Source: an optimization exercise on an open RTL-to-GDS flow (aim: small area, a short achievable clock period and few clock cycles per item). Production flows keep margins and buffers that such runs may drop.

==> flow/design.v <==
`timescale 1ns / 1ps
package acl_pkg;
	localparam int ENTRIES = 16;
	localparam int IDX_W   = 4;
	localparam int IP_W    = 32;
	localparam int MAC_W   = 48;
	localparam int SLOT_W  = 4;
	localparam int CFG_W   = 32;
	localparam logic CFG_OWN_IP = 1'b0;
	localparam logic CFG_MASK   = 1'b1;
	localparam logic CMD_LOOKUP = 1'b0;
	localparam logic CMD_LEARN  = 1'b1;
endpackage
`timescale 1ns / 1ps
module acl_cell (
	input  logic                       clk,
	input  logic                       we,
	input  logic [acl_pkg::IP_W-1:0]   wr_ip,
	input  logic [acl_pkg::MAC_W-1:0]  wr_mac,
	input  logic [acl_pkg::IP_W-1:0]   cmp_ip,
	output logic                       eq,
	output logic [acl_pkg::MAC_W-1:0]  mac
);
	logic [acl_pkg::IP_W-1:0] ip_q;
	logic [acl_pkg::MAC_W-1:0] mac_q;
	always_ff @(posedge clk) begin
		if (we) begin
			ip_q  <= wr_ip;
			mac_q <= wr_mac;
		end
	end
	assign eq  = (ip_q == cmp_ip);
	assign mac = mac_q;
endmodule
`timescale 1ns / 1ps
module arp_cache_lru_unit (
	input  logic              clk,
	input  logic              arst_n,
	input  logic              in_valid,
	output logic              in_stall,
	input  logic              command,
	input  logic [acl_pkg::IP_W-1:0]   ip_addr,
	input  logic [acl_pkg::MAC_W-1:0]  mac_addr,
	output logic              out_valid,
	input  logic              out_stall,
	output logic [acl_pkg::MAC_W-1:0]  found_mac,
	output logic              hit,
	output logic              is_bcast,
	output logic [acl_pkg::SLOT_W-1:0] slot_used,
	input  logic              cfg_we,
	input  logic              cfg_index,
	input  logic [acl_pkg::CFG_W-1:0]  cfg_data
);
	localparam int N     = acl_pkg::ENTRIES;
	localparam int IP_W  = acl_pkg::IP_W;
	localparam int MAC_W = acl_pkg::MAC_W;
	logic [IP_W-1:0]  own_ip_q;
	logic [IP_W-1:0]  mask_q;
	logic             w_vld_q;
	logic             w_cmd_q;
	logic             w_acc_q;
	logic             w_bcast_q;
	logic             w_same_q;
	logic [N-1:0]     w_match_q;
	logic [IP_W-1:0]  w_ip_q;
	logic [MAC_W-1:0] w_mac_q;
	logic [N-1:0]     prev_we_q;
	logic             w_hitraw_q;
	logic             w_mvict_q;
	logic             prev_any_q;
	logic             prev_evict_q;
	logic [N-1:0]     used_q;
	logic             newer_q [N][N];
	logic             out_valid_q;
	logic [MAC_W-1:0] found_q;
	logic             hit_q;
	logic             bcast_q;
	logic [3:0]       slot_q;
	logic             stall;
	logic             in_xfer;
	logic [N-1:0]     eq;
	logic [MAC_W-1:0] ent_mac [N];
	logic [N-1:0]     in_match;
	logic             in_bcast;
	logic             in_acc;
	logic [N-1:0]     mf;
	logic             w_hit;
	logic [N-1:0]     first_empty;
	logic [N-1:0]     victim;
	logic [N-1:0]     target;
	logic [N-1:0]     we;
	logic [3:0]       tgt_idx;
	logic [MAC_W-1:0] sel_mac;
	assign stall    = out_valid_q && out_stall;
	assign in_stall = out_stall;
	assign in_xfer  = in_valid && !out_stall;
	always_ff @(posedge clk or negedge arst_n) begin
		if (!arst_n) begin
			own_ip_q <= '0;
			mask_q   <= '0;
		end else if (cfg_we) begin
			if (cfg_index == acl_pkg::CFG_MASK) mask_q <= cfg_data;
			else                                own_ip_q <= cfg_data;
		end
	end
	for (genvar g = 0; g < N; g++) begin : g_ent
		acl_cell u_cell (
			.clk    (clk),
			.we     (we[g]),
			.wr_ip  (w_ip_q),
			.wr_mac (w_mac_q),
			.cmp_ip (ip_addr),
			.eq     (eq[g]),
			.mac    (ent_mac[g])
		);
	end
	assign in_match = eq & used_q;
	assign in_bcast = (ip_addr == '1) ||
		((mask_q != '0) && (ip_addr == (own_ip_q | ~mask_q)));
	assign in_acc   = (command == acl_pkg::CMD_LEARN) && (ip_addr != '0) &&
		(mac_addr != '0) && (mac_addr != '1);
	always_ff @(posedge clk or negedge arst_n) begin
		if (!arst_n) begin
			w_vld_q      <= 1'b0;
			prev_we_q    <= '0;
			prev_any_q   <= 1'b0;
			prev_evict_q <= 1'b0;
		end else if (!stall) begin
			w_vld_q      <= in_xfer;
			prev_we_q    <= we;
			prev_any_q   <= w_vld_q && w_acc_q;
			prev_evict_q <= w_vld_q && w_acc_q && !w_hit && used_q[N-1];
		end
	end
	always_ff @(posedge clk) begin
		if (in_xfer) begin
			w_cmd_q   <= command;
			w_acc_q   <= in_acc;
			w_bcast_q <= in_bcast;
			w_same_q  <= (ip_addr == w_ip_q);
			w_match_q <= in_match;
			w_hitraw_q <= |in_match;
			w_mvict_q  <= |(in_match & victim);
			w_ip_q    <= ip_addr;
			w_mac_q   <= mac_addr;
		end
	end
	assign mf    = (w_match_q & ~prev_we_q) | (prev_we_q & {N{w_same_q}});
	assign w_hit = (w_same_q && prev_any_q) || (w_hitraw_q && !(w_mvict_q && prev_evict_q));
	always_comb begin
		for (int i = 0; i < N; i++) begin
			first_empty[i] = !used_q[i] && ((i == 0) || used_q[(i == 0) ? 0 : i-1]);
			victim[i] = 1'b1;
			for (int j = 0; j < N; j++) begin
				if (j > i) victim[i] = victim[i] && !newer_q[i][j];
				if (j < i) victim[i] = victim[i] &&  newer_q[j][i];
			end
		end
	end
	assign target = w_hit ? mf : (used_q[N-1] ? victim : first_empty);
	assign we     = target & {N{w_vld_q && w_acc_q}};
	always_ff @(posedge clk or negedge arst_n) begin
		if (!arst_n) begin
			used_q <= '0;
		end else if (!stall) begin
			used_q <= used_q | we;
		end
	end
	always_ff @(posedge clk) begin
		if (!stall) begin
			for (int i = 0; i < N; i++) begin
				for (int j = i + 1; j < N; j++) begin
					if (we[i])      newer_q[i][j] <= 1'b1;
					else if (we[j]) newer_q[i][j] <= 1'b0;
				end
			end
		end
	end
	always_comb begin
		tgt_idx = '0;
		sel_mac = '0;
		for (int i = 0; i < N; i++) begin
			if (target[i]) tgt_idx = tgt_idx | 4'(i);
			if (mf[i])     sel_mac = sel_mac | ent_mac[i];
		end
	end
	always_ff @(posedge clk or negedge arst_n) begin
		if (!arst_n) begin
			out_valid_q <= 1'b0;
		end else if (!stall) begin
			out_valid_q <= w_vld_q;
		end
	end
	always_ff @(posedge clk) begin
		if (!stall) begin
			if (w_cmd_q == acl_pkg::CMD_LOOKUP) begin
				found_q <= w_bcast_q ? '1 : sel_mac;
				hit_q   <= w_bcast_q || w_hit;
				bcast_q <= w_bcast_q;
				slot_q  <= (w_bcast_q || !w_hit) ? 4'd0 : tgt_idx;
			end else begin
				found_q <= '0;
				hit_q   <= w_acc_q;
				bcast_q <= 1'b0;
				slot_q  <= w_acc_q ? tgt_idx : 4'd0;
			end
		end
	end
	assign out_valid = out_valid_q;
	assign found_mac = found_q;
	assign hit       = hit_q;
	assign is_bcast  = bcast_q;
	assign slot_used = slot_q;
endmodule
==> flow/config.mk <==
export PLATFORM = sky130hd
export DESIGN_NAME = arp_cache_lru_unit
export DESIGN_NICKNAME = arp_cache_lru_unit
export VERILOG_FILES = /design/flow/design.v
export SDC_FILE = /design/flow/constraint.sdc
export NUM_CORES = 4
export LEC_CHECK = 0
export ABC_CLOCK_PERIOD_IN_PS = 2200
export CAP_MARGIN = 20
export CORE_MARGIN = 2
export CORE_UTILIZATION = 40
export SETUP_SLACK_MARGIN = 2.8
export SLEW_MARGIN = 20
==> flow/constraint.sdc <==
create_clock -name core_clock -period 5.0 [get_ports {clk}]
set_input_delay 1.0000 -clock core_clock [delete_from_list [all_inputs] [get_ports {clk}]]
set_output_delay 1.0000 -clock core_clock [all_outputs]
set_load 0.01 [all_outputs]
run.sh (not shown) runs the stock make flow with config.mk's settings and CLKGATE_MAP_FILE= SYNTH_SCRIPT=/design/flow/synth_recipe.tcl, a recipe that flattens the netlist after the stock synthesis.
Next try:
--- a/flow/config.mk
+++ b/flow/config.mk
@@ -6,5 +6,5 @@
 export NUM_CORES = 4
 export LEC_CHECK = 0
-export ABC_CLOCK_PERIOD_IN_PS = 2200
+export ABC_AREA = 1
 export CAP_MARGIN = 20
 export CORE_MARGIN = 2
Outcome: The changed run ran to the end with no violations. Hold slack is worse by 46 ps. Critical path depth is lower by 7. Maximum frequency increases by about a fifth.
No functional check of the RTL was part of any run of this note.

-- afterwards: timing with drivers on the ports --
In the flow no input, the clock included, has a driving cell. The finished layouts below were timed again as built, in two steps. Step 1 sets driving cells, clkbuf_16 on the clock port and buf_2 on the other inputs (assumed; they add their load-dependent delay and slew). Step 2 also shifts input and output timing later by t, the mid clock arrival at the registers, as if the neighbouring blocks saw the same clock. Slacks: ideal ports / drivers / drivers and shift; pairs: ideal ports / drivers.
run | t (ns) | setup slack, ns | worst data-port slew with drivers (ns) | pins driven straight from the clock port
the first run | 0.926 | 1.910 / 1.910 / 1.055 | 0.09 | 1
the second run | 0.897 | 2.335 / 2.254 / 1.574 | 0.17 | 1
After both steps every run listed still meets setup and hold. For the first run, which loses most, drivers alone change the setup slack by 0.000 ns; drivers and shift together by -0.855 ns.
